From an optimization exercise on the open Yosys and OpenROAD flow, aimed at small area; shortcuts taken in it are not production practice.
Only simulation tests tie the RTL to the original design; equivalence was not proved.
No activity file was given, so power comes from the tool's default toggle rates.

**flow/config.mk**
```make
export PLATFORM = sky130hd
export DESIGN_NAME = mips_multi
export DESIGN_NICKNAME = mips_multi
export VERILOG_FILES = /design/flow/design.v
export SDC_FILE = /design/flow/constraint.sdc
export NUM_CORES = 4
export LEC_CHECK = 0
export CAP_MARGIN = 20
export CORE_MARGIN = 2
export CORE_UTILIZATION = 40
export SLEW_MARGIN = 20
```
**flow/constraint.sdc**
```tcl
create_clock -name core_clock -period 10.0 [get_ports {clk}]
set_input_delay 2.0000 -clock core_clock [delete_from_list [all_inputs] [get_ports {clk}]]
set_output_delay 2.0000 -clock core_clock [all_outputs]
set_load 0.01 [all_outputs]
```
**flow/design.v**
```verilog
module mips_multi #(
  parameter int unsigned ADDR_W   = 32,
  parameter logic [31:0] RESET_PC = 32'h0000_0000
) (
  input  logic              clk,
  input  logic              rst,
  output logic              mem_req,
  output logic              mem_we,
  output logic [ADDR_W-1:0] mem_addr,
  output logic [31:0]       mem_wdata,
  input  logic [31:0]       mem_rdata,
  input  logic              mem_ready,
  output logic              halted,
  output logic [31:0]       retired
);
  localparam logic [2:0] S_FETCH  = 3'd0;
  localparam logic [2:0] S_DECODE = 3'd1;
  localparam logic [2:0] S_EXEC   = 3'd2;
  localparam logic [2:0] S_MEM    = 3'd3;
  localparam logic [2:0] S_WB     = 3'd4;
  localparam logic [2:0] S_HALT   = 3'd5;
  logic [2:0]  r_state;
  logic [31:0] r_pc;
  logic [31:0] r_ir;
  logic [31:0] r_a;
  logic [31:0] r_b;
  logic [31:0] r_imm;
  logic [31:0] r_target;
  logic [31:0] r_alu;
  logic [31:0] r_mdr;
  logic [31:0] r_retired;
  logic [31:0] r_regs [32];
  logic [5:0]  w_op;
  logic [4:0]  w_rs;
  logic [4:0]  w_rt;
  logic [4:0]  w_rd;
  logic [5:0]  w_funct;
  logic [31:0] w_simm;
  logic [31:0] w_rs_val;
  logic [31:0] w_rt_val;
  assign w_op     = r_ir[31:26];
  assign w_rs     = r_ir[25:21];
  assign w_rt     = r_ir[20:16];
  assign w_rd     = r_ir[15:11];
  assign w_funct  = r_ir[5:0];
  assign w_simm   = {{16{r_ir[15]}}, r_ir[15:0]};
  assign w_rs_val = (w_rs == 5'd0) ? 32'd0 : r_regs[w_rs];
  assign w_rt_val = (w_rt == 5'd0) ? 32'd0 : r_regs[w_rt];
  logic w_is_r, w_is_lw, w_is_sw, w_is_beq, w_is_addi, w_is_j, w_is_jal, w_is_halt;
  logic w_is_jr, w_r_alu_ok;
  assign w_is_r     = (w_op == 6'h00);
  assign w_is_lw    = (w_op == 6'h23);
  assign w_is_sw    = (w_op == 6'h2B);
  assign w_is_beq   = (w_op == 6'h04);
  assign w_is_addi  = (w_op == 6'h08);
  assign w_is_j     = (w_op == 6'h02);
  assign w_is_jal   = (w_op == 6'h03);
  assign w_is_halt  = (w_op == 6'h3F);
  assign w_is_jr    = w_is_r && (w_funct == 6'h08);
  assign w_r_alu_ok = w_is_r && ((w_funct == 6'h20) || (w_funct == 6'h22) ||
                                 (w_funct == 6'h24) || (w_funct == 6'h25) ||
                                 (w_funct == 6'h2A));
  logic [31:0] w_alu;
  always_comb begin
    w_alu = r_a + r_imm;
    if (w_is_r) begin
      case (w_funct)
        6'h20:   w_alu = r_a + r_b;
        6'h22:   w_alu = r_a - r_b;
        6'h24:   w_alu = r_a & r_b;
        6'h25:   w_alu = r_a | r_b;
        6'h2A:   w_alu = ($signed(r_a) < $signed(r_b)) ? 32'd1 : 32'd0;
        default: w_alu = 32'd0;
      endcase
    end
  end
  always_comb begin
    mem_req   = 1'b0;
    mem_we    = 1'b0;
    mem_addr  = '0;
    mem_wdata = 32'd0;
    if (!rst) begin
      case (r_state)
        S_FETCH: begin
          mem_req  = 1'b1;
          mem_addr = r_pc[ADDR_W-1:0];
        end
        S_MEM: begin
          mem_req   = 1'b1;
          mem_we    = w_is_sw;
          mem_addr  = r_alu[ADDR_W-1:0];
          mem_wdata = w_is_sw ? r_b : 32'd0;
        end
        default: ;
      endcase
    end
  end
  logic w_hs;
  logic w_retire;
  assign w_hs = mem_req && mem_ready;
  always_comb begin
    w_retire = 1'b0;
    case (r_state)
      S_DECODE: w_retire = !w_is_halt && !(w_r_alu_ok || w_is_lw || w_is_sw ||
                                           w_is_beq || w_is_addi);
      S_EXEC:   w_retire = w_is_beq;
      S_MEM:    w_retire = w_hs && w_is_sw;
      S_WB:     w_retire = 1'b1;
      default:  w_retire = 1'b0;
    endcase
  end
  logic [4:0]  w_wb_dst;
  logic [31:0] w_wb_val;
  assign w_wb_dst = w_is_r ? w_rd : w_rt;
  assign w_wb_val = w_is_lw ? r_mdr : r_alu;
  assign halted  = (r_state == S_HALT);
  assign retired = r_retired;
  always_ff @(posedge clk) begin
    if (rst) begin
      r_state   <= S_FETCH;
      r_pc      <= RESET_PC;
      r_ir      <= 32'd0;
      r_a       <= 32'd0;
      r_b       <= 32'd0;
      r_imm     <= 32'd0;
      r_target  <= 32'd0;
      r_alu     <= 32'd0;
      r_mdr     <= 32'd0;
      r_retired <= 32'd0;
      for (int i = 0; i < 32; i++) r_regs[i] <= 32'd0;
    end else begin
      if (w_retire) r_retired <= r_retired + 32'd1;
      case (r_state)
        S_FETCH: begin
          if (w_hs) begin
            r_ir    <= mem_rdata;
            r_pc    <= r_pc + 32'd4;
            r_state <= S_DECODE;
          end
        end
        S_DECODE: begin
          r_a      <= w_rs_val;
          r_b      <= w_rt_val;
          r_imm    <= w_simm;
          r_target <= r_pc + {w_simm[29:0], 2'b00};
          if (w_is_halt) begin
            r_state <= S_HALT;
          end else if (w_is_j || w_is_jal) begin
            r_pc <= {r_pc[31:28], r_ir[25:0], 2'b00};
            if (w_is_jal) r_regs[31] <= r_pc;
            r_state <= S_FETCH;
          end else if (w_is_jr) begin
            r_pc    <= w_rs_val;
            r_state <= S_FETCH;
          end else if (w_r_alu_ok || w_is_lw || w_is_sw || w_is_beq || w_is_addi) begin
            r_state <= S_EXEC;
          end else begin
            r_state <= S_FETCH;
          end
        end
        S_EXEC: begin
          r_alu <= w_alu;
          if (w_is_beq) begin
            if (r_a == r_b) r_pc <= r_target;
            r_state <= S_FETCH;
          end else if (w_is_lw || w_is_sw) begin
            r_state <= S_MEM;
          end else begin
            r_state <= S_WB;
          end
        end
        S_MEM: begin
          if (w_hs) begin
            if (w_is_sw) begin
              r_state <= S_FETCH;
            end else begin
              r_mdr   <= mem_rdata;
              r_state <= S_WB;
            end
          end
        end
        S_WB: begin
          if (w_wb_dst != 5'd0) r_regs[w_wb_dst] <= w_wb_val;
          r_state <= S_FETCH;
        end
        S_HALT:  r_state <= S_HALT;
        default: r_state <= S_FETCH;
      endcase
    end
  end
endmodule
```
**flow/run.sh**
```bash
#!/bin/bash
# synth_recipe.tcl (not shown) runs the flow's synth.tcl, then flattens the netlist and writes it again
# the make line also repeats each setting of config.mk as NAME=value (left out here)
make -C /OpenROAD-flow-scripts/flow DESIGN_CONFIG=/design/flow/config.mk WORK_HOME=/design/flow/orfs CLKGATE_MAP_FILE= SYNTH_SCRIPT=/design/flow/synth_recipe.tcl finish
```
==> summary.txt <==
The run finished with no timing, DRC or antenna violations. The sum of net half-perimeters after detailed placement is about 180,000 um. In this run the core area contains ~160 standard-cell rows. After synthesis, the mean cell area works out to 12.0 um2.

The cell with the largest stage delay on the worst path is buf_4. The biggest cell delay along the critical path came out at just over 0.6 ns. Walking the worst path, the cells encountered are buf_8 -> buf_4 -> nor2_1 -> nand3_1 -> buf_4 -> nor3_1 -> clkdlybuf4s50_1. The height of the die is ~430 um.

The starting DRC count in detailed routing is 7,565. The global-route wire length before repair came out at 379,000 um. The largest fanout on the critical path is between 90 and 100. The number of clock buffers added by TritonCTS is between 100 and 150. The total congestion overflow after global routing came out at 0. The die is 429 um wide. The number of cells produced by synthesis is around 6,000. The number of endpoints failing setup at the final stage is 0. The finished layout cell area came out at a little over 80,000 um2. The hold buffer count at cts came out at 0. At the worst endpoint, the required time is approximately 8 ns. The final worst slack came out at 3.51 ns. The count of flip-flops with a built-in enable after synthesis came out at roughly 1,000.

In the post-synthesis netlist, the cell with the most instances is nor2_1. The pre-antenna-repair detailed-routing pass consisted of 6 iterations. The number of buffer cells added on primary ports came out at roughly 130. After synthesis the netlist holds a flip-flop and latch count of between 1,000 and 1,500. The endpoint type of the worst setup path is a primary output. TritonCTS built the clock tree.

Clock-pin slew was measured on the worst setup and hold paths at 0.06 ns. In the post-synthesis netlist, the biggest area contributors are edfxtp_1 (43%), mux4_2 (20%), dfxtp_1 (7.9%). The count of warnings emitted by yosys came out at 1. The headroom to the max-slew limit came out at 13.3%. The time the final worst path needs with I/O delays and setup is 6.49 ns. The sum of negative setup slack came out at 0 ns. The total clock sinks came out at approximately 1,300. The overall fraction of global-route tracks in use came out at 28.5%. The total number of nets in the final design is just over 6,000. Dividing the detail-routed wire length by the instance count gives roughly 32 um. The residual antenna-violating net count after detailed routing came out at 0. Based on the critical path, the design can be clocked at up to about 0.15 GHz. The smallest hold slack came out at roughly 0.45 ns. The number of global-route vias before repair is 51,400. In the routed design, unresolved DRC markers number 0. The critical path contains buffers and inverters numbering 4 combined. The part of the Yosys area used for sequential elements is between 50% and 60%.

In the synthesized netlist the async set-or-reset flop fraction comes to 0%. The cell family contributing the most delay on the critical path is buffers and inverters. The pin slew with the least headroom to its limit is about 1.3 ns. Prior to clock tree synthesis, the placed netlist has a worst setup slack of ~3.6 ns. The final layout contains routed wiring with a total length of roughly 270,000 um. The routability congestion estimate from global placement is roughly 0.95. The areal power density over the cells came out at approximately 160 nW/um2. The final count of pins violating max slew came to 0. The maximum clock insertion buffer count came out at 3.

Pin placement for this block handled roughly 130 I/O pins. Dividing the final minimum period by the clock period gives between 60% and 70%. The number of vias per cell came out at 6.37. In this run the post-CTS setup repair buffer count came out at 0.

The final route contains roughly 54,000 vias. The total cell area at the placement stage came out at 76,200 um2. STA classifies the critical path startpoint as an input pin.

The number of different library cells used by synthesis comes to 98. The leakage power summed over all cells is roughly 26 nW. The number of levels in the clock H-tree is 4.

The tightest min-delay check is of the flop to flop type. The initial antenna violation count came out at 16. Entering global routing, the biggest net connects between 100 and 150 pins. The worst setup skew after layout is 0.0297 ns. The tool flagged a number of max-cap violations equal to 0. Data arrives at the worst endpoint at between 4 and 5 ns. The most numerous cell on the critical path is buf_4. Of the cells placed in the final design, the portion with a size suffix greater than 1 is a little under a fifth. Of all cell types, the one taking the most synthesized area is edfxtp_1. The area enclosed by the die boundary is 184,000 um2. The effective utilization at floorplan came out at 40.3%.

The count of final hold-check violations came out at 0. The clock latency at the later pin of the worst-skew pair came out at between 0.8 and 0.9 ns. Setup repair after global routing left no endpoint under its margin. The worst voltage drop across the vdd grid is ~0.19 mV. CTS placed an instance of clkbuf_16 at the clock tree root. The main flop type after synthesis is edfxtp_1.

The area of the placeable core is approximately 180,000 um2. The final cell utilization of the core came out at 45.3%. The critical path is of the input pin to primary output type.

The post-cts repair resize count came out at 0. The area share of the largest cell type after synthesis is around 43%. The cell area after synthesis came out at slightly above 70,000 um2.

The commonest cells after synthesis are nor2_1 (1,279), edfxtp_1 (1,024), mux4_2 (640), nand2_1 (498), clkbuf_1 (415). The area added between synthesis and finish is 12.4%.
## report_power, final
part / internal, mW / switching [mW] / total, mW
Sequential: 6.04 / 0.191 / 6.23
Combinational: 0.622 / 1.02 / 1.64
Clock: 3.00 / 2.35 / 5.35
## metal layers
metal  GRT usage [%]  share of wire, %  up-vias
met1            37.7                37    27300
met5               0             0.034        -
met3            7.85                12      593
met4            13.0               5.1       14
met2            43.9                45     3474
li1                -                 -    22200
## cell families after synthesis
| group | synth area share, % |
|---|---|
| AO/OA/AOI/OAI | 7.59 |
| XOR/XNOR | 1.30 |
| adder cells (fa/ha/maj) | 3.11 |
| buffers and inverters | 3.50 |
| flip-flops | 50.6 |
| multiplexers | 21.5 |
| other | 0.00520 |
| AND/OR/NAND/NOR | 12.4 |
## final timing paths
path,cells after the start,start,endpoint,slack (ns)
hold / removal,2,r_target[12],r_target[12],0.45
hold reg to reg,2,r_target[12],r_target[12],0.45
setup / recovery,7,rst,mem_wdata[10],3.51
setup reg to reg,10,flop,r_pc[20],4.89
## sequential cells by signal (all words and copies together) (netlist names), named ones only
signal and cells:
r_pc 32, r_target 32, r_state 3, r_mdr 32, r_b 32, r_retired 32, r_ir 32, r_a 32
r_alu 32, r_regs 1024, r_imm 16
## metrics by stage
step	total power, mW	instances
after floorplan	7.26	6035
after global placement	7.91	8136
after detailed placement	7.93	8137
after CTS	13.2	8399
after global routing	13.5	8404
final	13.2	8410
## cells in the final DEF (no fill, tap or decap), types with 18 or more instances in the layout
cell type,count
o21bai_1,20
o21ai_0,151
clkbuf_1,33
o22ai_1,23
and3_1,26
ha_1,173
mux2i_4,24
a21o_1,46
clkinv_1,19
a21oi_1,341
mux2i_1,68
xnor2_1,74
clkdlybuf4s50_1,132
dfxtp_1,273
nor2b_1,18
a22o_1,35
nand2b_2,25
inv_1,112
a211oi_1,49
or3_1,27
nor3_1,100
clkinv_2,23
edfxtp_1,1024
nand2_1,469
nor2_1,1274
conb_1,32
nand3_1,47
a31oi_1,22
xor2_1,33
buf_4,142
nand2b_1,18
o31ai_1,18
mux4_2,640
clkbuf_16,148
a22oi_1,23
nand2_2,27
nor4_1,18
## area by class of cell
cell class / instances / area [um2]
fillers: 16100 / 97800
flip-flops and latches: 1309 / 36500
multi-input cells: 4076 / 33800
clock buffers: 194 / 3980
well taps: 2355 / 2950
repair buffers: 287 / 2680
clock inverters: 68 / 674
inverters: 115 / 432
diodes: 6 / 15.0
## worst min-delay path, cell delays in order (launching register included)
cell and delay (ns):
dfxtp_1 0.31, nand2_1 0.05, a21oi_1 0.05

[separate check: timing with driven ports]
In the flow no input, the clock included, has a driving cell. The finished layout below was timed again as built, in two steps.
Step 1: set_driving_cell puts a clkbuf_16 on clk and a buf_2 on each other input, an assumption about the parent block.
Step 2 moves the port delays by t, midway between the first and last clock arrival at a register: inputs arrive t later, outputs are due t later. That takes back most of the time a late clock gives input paths.
a / b / c = ideal / step 1 / step 2; a / b = the first two.
t, ns: 0.887
setup slack, ns: 3.509 / 3.460 / 3.460
worst register clock-pin slew, ns: 0.07 / 0.07
After both steps this run still meets setup and hold. For this run, drivers alone change the setup slack by -0.049 ns; drivers and shift together by -0.049 ns.
